Background: an optimization exercise with open tools, aiming at small area, a short achievable clock period and few clock cycles per item. Do not read the settings as production practice.
Power is estimated from default activity; no workload was simulated.

==> flow/design.v <==
`timescale 1ns/100ps
module classifier
(
   input  logic        clk,
   input  logic        local_rst,
   output logic        addr_valid,
   input  logic        addr_ready,
   output logic [20:0] addr,
   input  logic        din_valid,
   output logic        din_ready,
   input  logic [41:0] din,
   input  logic        stddev_valid,
   output logic        stddev_ready,
   input  logic [15:0] stddev,
   output logic        result_valid,
   input  logic        result_ready,
   output logic        result
);
   logic [5:0]  ic;
   logic [2:0]  fd;
   logic [3:0]  cr;
   logic        dall;
   logic [19:0] sr;
   logic [19:0] cr_;
   logic        xa;
   logic        xb;
   logic        sd_seen;
   logic        clear;
   logic        x_new;
   logic        pass0;
   logic        pass1;
   logic        pass2;
   logic        at8;
   logic        at20;
   logic        at32;
   logic        ic_stop;
   localparam logic [31:0] ADDR_B0 = 32'h00000000;
   localparam logic [31:0] ADDR_B1 = 32'h00000000;
   localparam logic [31:0] ADDR_B2 = 32'h00060000;
   localparam logic [31:0] ADDR_B3 = 32'h00070000;
   localparam logic [31:0] ADDR_B4 = 32'h00080000;
   localparam logic [31:0] ADDR_B5 = 32'h00030000;
   localparam logic [31:0] ADDR_B6 = 32'h000c0000;
   localparam logic [31:0] ADDR_B7 = 32'h00000000;
   localparam logic [31:0] ADDR_B8 = 32'hac905300;
   localparam logic [31:0] ADDR_B9 = 32'hff16acac;
   localparam logic [31:0] ADDR_B10 = 32'hca18caca;
   localparam logic [31:0] ADDR_B11 = 32'h0cd00300;
   localparam logic [31:0] ADDR_B12 = 32'h0fec0c0c;
   localparam logic [31:0] ADDR_B13 = 32'hc000c0c0;
   localparam logic [31:0] ADDR_B14 = 32'h00000000;
   localparam logic [31:0] ADDR_B15 = 32'h0000ac00;
   localparam logic [31:0] ADDR_B16 = 32'h5390ac00;
   localparam logic [31:0] ADDR_B17 = 32'h66e6ca66;
   localparam logic [31:0] ADDR_B18 = 32'h88f80c88;
   localparam logic [31:0] ADDR_B19 = 32'h03c00c00;
   localparam logic [31:0] ADDR_B20 = 32'hcc0cc0cc;
   assign addr[0] = ADDR_B0[ic[4:0]];
   assign addr[1] = ADDR_B1[ic[4:0]];
   assign addr[2] = ADDR_B2[ic[4:0]];
   assign addr[3] = ADDR_B3[ic[4:0]];
   assign addr[4] = ADDR_B4[ic[4:0]];
   assign addr[5] = ADDR_B5[ic[4:0]];
   assign addr[6] = ADDR_B6[ic[4:0]];
   assign addr[7] = ADDR_B7[ic[4:0]];
   assign addr[8] = ADDR_B8[ic[4:0]];
   assign addr[9] = ADDR_B9[ic[4:0]];
   assign addr[10] = ADDR_B10[ic[4:0]];
   assign addr[11] = ADDR_B11[ic[4:0]];
   assign addr[12] = ADDR_B12[ic[4:0]];
   assign addr[13] = ADDR_B13[ic[4:0]];
   assign addr[14] = ADDR_B14[ic[4:0]];
   assign addr[15] = ADDR_B15[ic[4:0]];
   assign addr[16] = ADDR_B16[ic[4:0]];
   assign addr[17] = ADDR_B17[ic[4:0]];
   assign addr[18] = ADDR_B18[ic[4:0]];
   assign addr[19] = ADDR_B19[ic[4:0]];
   assign addr[20] = ADDR_B20[ic[4:0]];
   logic [18:0] g;
   logic [18:0] t;
   logic        pg0_0;
   logic        pg0_1;
   logic        pg0_2;
   logic        pg0_3;
   logic        pg0_4;
   logic        pg0_5;
   logic        pg0_6;
   logic        pg0_7;
   logic        pg0_8;
   logic        pg1_0;
   logic        pg1_1;
   logic        pg1_2;
   logic        pg1_3;
   logic        pg1_4;
   logic        pg2_0;
   logic        pg2_1;
   logic        pg3_0;
   logic        pg4_0;
   logic        pt0_0;
   logic        pt0_1;
   logic        pt0_2;
   logic        pt0_3;
   logic        pt0_4;
   logic        pt0_5;
   logic        pt0_6;
   logic        pt0_7;
   logic        pt0_8;
   logic        pt1_0;
   logic        pt1_1;
   logic        pt1_2;
   logic        pt1_3;
   logic        pt1_4;
   logic        pt2_0;
   logic        pt2_1;
   logic        pt3_0;
   assign g = ~(sr[18:0] | cr_[18:0]);
   assign t = ~(sr[18:0] & cr_[18:0]);
   assign pg0_0 = g[1] | (t[1] & g[0]);
   assign pt0_0 = t[1] & t[0];
   assign pg0_1 = g[3] | (t[3] & g[2]);
   assign pt0_1 = t[3] & t[2];
   assign pg0_2 = g[5] | (t[5] & g[4]);
   assign pt0_2 = t[5] & t[4];
   assign pg0_3 = g[7] | (t[7] & g[6]);
   assign pt0_3 = t[7] & t[6];
   assign pg0_4 = g[9] | (t[9] & g[8]);
   assign pt0_4 = t[9] & t[8];
   assign pg0_5 = g[11] | (t[11] & g[10]);
   assign pt0_5 = t[11] & t[10];
   assign pg0_6 = g[13] | (t[13] & g[12]);
   assign pt0_6 = t[13] & t[12];
   assign pg0_7 = g[15] | (t[15] & g[14]);
   assign pt0_7 = t[15] & t[14];
   assign pg0_8 = g[17] | (t[17] & g[16]);
   assign pt0_8 = t[17] & t[16];
   assign pg1_0 = pg0_1 | (pt0_1 & pg0_0);
   assign pt1_0 = pt0_1 & pt0_0;
   assign pg1_1 = pg0_3 | (pt0_3 & pg0_2);
   assign pt1_1 = pt0_3 & pt0_2;
   assign pg1_2 = pg0_5 | (pt0_5 & pg0_4);
   assign pt1_2 = pt0_5 & pt0_4;
   assign pg1_3 = pg0_7 | (pt0_7 & pg0_6);
   assign pt1_3 = pt0_7 & pt0_6;
   assign pg1_4 = g[18] | (t[18] & pg0_8);
   assign pt1_4 = t[18] & pt0_8;
   assign pg2_0 = pg1_1 | (pt1_1 & pg1_0);
   assign pt2_0 = pt1_1 & pt1_0;
   assign pg2_1 = pg1_3 | (pt1_3 & pg1_2);
   assign pt2_1 = pt1_3 & pt1_2;
   assign pg3_0 = pg2_1 | (pt2_1 & pg2_0);
   assign pt3_0 = pt2_1 & pt2_0;
   assign pg4_0 = pg1_4 | (pt1_4 & pg3_0);
   assign x_new = ~(sr[19] ^ cr_[19] ^ pg4_0);
   assign pass0 = xb | x_new;                                            
   assign pass1 = (xb & ~(xa & x_new)) | ~(xa | xb | x_new);             
   assign pass2 = x_new | (xa & ~xb);                                    
   assign at8  = (ic == 6'd8)  & (fd == 3'd2) & cr[0];
   assign at20 = (ic == 6'd20) & (fd == 3'd5) & cr[0];
   assign at32 = dall;
   assign ic_stop    = (ic == 6'd8) | (ic == 6'd20) | ic[5];
   assign addr_valid = ~ic_stop | (at8 & pass0) | (at20 & pass1);
   assign result_valid = (at8 & ~pass0) | (at20 & ~pass1) | at32;
   assign result       = at32 & pass2;
   assign stddev_ready = result_valid;
   assign din_ready    = sd_seen;
   assign clear        = result_valid & result_ready;
   logic [2:0]  f;
   logic        cn0;
   logic        first;
   logic [13:0] d0;
   logic [13:0] d1;
   logic [13:0] d2;
   logic [19:0] b0;
   logic [19:0] b1;
   logic [19:0] b2;
   logic [19:0] a0;
   logic [19:0] a1;
   logic [1:0]  kc;
   logic        k0;
   logic        sel0_4;
   logic        sel0_2;
   logic        sel1_1;
   logic        sel1_2;
   logic        pol0;
   logic        pol1;
   logic        k1;
   logic [19:0] s1;
   logic [19:0] c1;
   logic [19:0] s2;
   logic [19:0] c2;
   logic [19:0] s_next;
   logic [19:0] c_next;
   assign f     = fd;
   assign first = cr[0];
   assign cn0   = cr[1] | cr[3];
   assign d0    = din[41:28];
   assign d1    = din[27:14];
   assign d2    = din[13:0];
   assign b0 = {6'h3f, d0};
   assign b1 = {5'h1f, ~d1, 1'b1};
   always_comb begin
      case (f)
         3'd2, 3'd3, 3'd5: b2 = ~{6'd0, d1};
         3'd4:             b2 = ~{5'd0, d2, 1'b0};
         default:          b2 = '1;
      endcase
      sel0_4 = first & (f == 3'd0 || f == 3'd3 || f == 3'd7);
      sel0_2 = first & (f == 3'd1 || f == 3'd2 || f == 3'd4 || f == 3'd5);
      sel1_1 = first & (f == 3'd1 || f == 3'd3 || f == 3'd5 || f == 3'd6);
      sel1_2 = first & (f == 3'd7);
      pol0   = first ? (f != 3'd2 && f != 3'd5 && f != 3'd6) : cn0;
      pol1   = first ? (f == 3'd1 || f == 3'd3 || f == 3'd6 || f == 3'd7) : cn0;
      a0 = (({20{sel0_4}} & {2'd0, stddev, 2'd0}) | ({20{sel0_2}} & {3'd0, stddev, 1'd0})
            | ({20{~first}} & ~sr)) ^ {20{~pol0}};
      a1 = (({20{sel1_1}} & {4'd0, stddev}) | ({20{sel1_2}} & {3'd0, stddev, 1'd0})
            | ({20{~first}} & ~cr_)) ^ {20{~pol1}};
      case (f)
         3'd1, 3'd3, 3'd7: kc = 2'd2;
         3'd0, 3'd4, 3'd6: kc = 2'd1;
         default:          kc = 2'd0;
      endcase
   end
   assign k0 = first ? (kc != 2'd0) : cn0;
   assign k1 = first & kc[1];
   assign s1 = b0 ^ b1 ^ b2;
   assign c1 = {((b0[18:0] & b1[18:0]) | (b0[18:0] & b2[18:0]) | (b1[18:0] & b2[18:0])), ~k0};
   assign s2 = a0 ^ a1 ^ s1;
   assign c2 = {((a0[18:0] & a1[18:0]) | (a0[18:0] & s1[18:0]) | (a1[18:0] & s1[18:0])), ~k1};
   assign s_next = s2 ^ c2 ^ c1;
   assign c_next = {((s2[18:0] & c2[18:0]) | (s2[18:0] & c1[18:0]) | (c2[18:0] & c1[18:0])), 1'b1};
   always_ff @(posedge clk) begin
      if (local_rst || clear) begin
         ic      <= '0;
         fd      <= '0;
         cr      <= 4'b0001;
         dall    <= 1'b0;
         sd_seen <= 1'b0;
      end else begin
         if (stddev_valid) begin
            sd_seen <= 1'b1;
         end
         if (addr_valid && addr_ready) begin
            ic <= ic + 6'd1;
         end
         if (din_valid && din_ready) begin
            cr <= {cr[2:0], cr[3]};
            if (cr[3]) begin
               fd <= fd + 3'd1;
               if (fd == 3'd7) begin
                  dall <= 1'b1;
               end
            end
         end
      end
   end
   always_ff @(posedge clk) begin
      if (din_valid && din_ready) begin
         sr  <= s_next;
         cr_ <= c_next;
         if (first) begin
            xa <= xb;
            xb <= x_new;
         end
      end
   end
endmodule
==> flow/config.mk <==
export PLATFORM = sky130hd
export DESIGN_NAME = classifier
export DESIGN_NICKNAME = classifier
export VERILOG_FILES = /design/flow/design.v
export SDC_FILE = /design/flow/constraint.sdc
export NUM_CORES = 4
export LEC_CHECK = 0
export ABC_AREA = 1
export CAP_MARGIN = 20
export CORE_MARGIN = 2
export CORE_UTILIZATION = 40
export CTS_BUF_LIST = sky130_fd_sc_hd__clkbuf_4 sky130_fd_sc_hd__clkbuf_8
export SETUP_SLACK_MARGIN = 5
export SLEW_MARGIN = 20
==> flow/constraint.sdc <==
create_clock -name core_clock -period 9.0 [get_ports {clk}]
set_input_delay 1.8000 -clock core_clock [delete_from_list [all_inputs] [get_ports {clk}]]
set_output_delay 1.8000 -clock core_clock [all_outputs]
set_load 0.01 [all_outputs]
standard.sh (not shown) runs the stock make flow with config.mk's settings and CLKGATE_MAP_FILE= SYNTH_SCRIPT=/design/flow/synth_recipe.tcl, a recipe that flattens the netlist after the stock synthesis.
==> flow/flow/run.sh <==
#!/bin/bash
# Standard layout, with the smallest buffer on the ports.
set -euo pipefail
export BUFFER_PORTS_ARGS="-buffer_cell sky130_fd_sc_hd__buf_1"
bash standard.sh finish > standard_finish.log 2>&1
The starting point completed with no timing, DRC or antenna violations.
Change:
CTS_BUF_LIST = default   (was sky130_fd_sc_hd__clkbuf_4 sky130_fd_sc_hd__clkbuf_8)
=>
- The new run passed the timing, DRC and antenna checks
- global-route usage is about the same
- synthesized area stays the same
- non-clock buffer count is higher by 10
- routed wire length grows by 0.70%
- utilization rises by 1.1 points
- cell area climbs by 2.5%
- register-to-register slack gets worse by 0.02 ns
- via count rises by 0.58%
- die area does not change
- sequential power barely changes
- setup slack is better by 0.082 ns
No run of this note included a check of the RTL's function; only the layout flow was run.

==> re-timing with driven ports <==
The results above use ideal ports. As a check the final layouts listed here were re-extracted and re-timed, cells and wires unchanged. Step 1: set_driving_cell puts a clkbuf_16 on clk and a buf_2 on each other input, an assumption about the parent block. Step 2 also shifts input and output timing later by t, the mid clock arrival at the registers, as if the neighbouring blocks saw the same clock. Slacks: no drivers / after step 1 / after step 2; pairs: no drivers / after step 1.
run	t, ns	setup WS [ns]	worst setup path at the end	worst data-port slew with drivers (ns)
the first run	0.349	5.060 / 5.025 / 5.077	input to register	0.08
the second run	0.332	5.142 / 5.102 / 5.068	input to register	0.08
After both steps setup and hold are still met in every run listed. The setup slack of the second run, which loses most, moves by -0.040 ns with the drivers and by -0.074 ns with both steps.
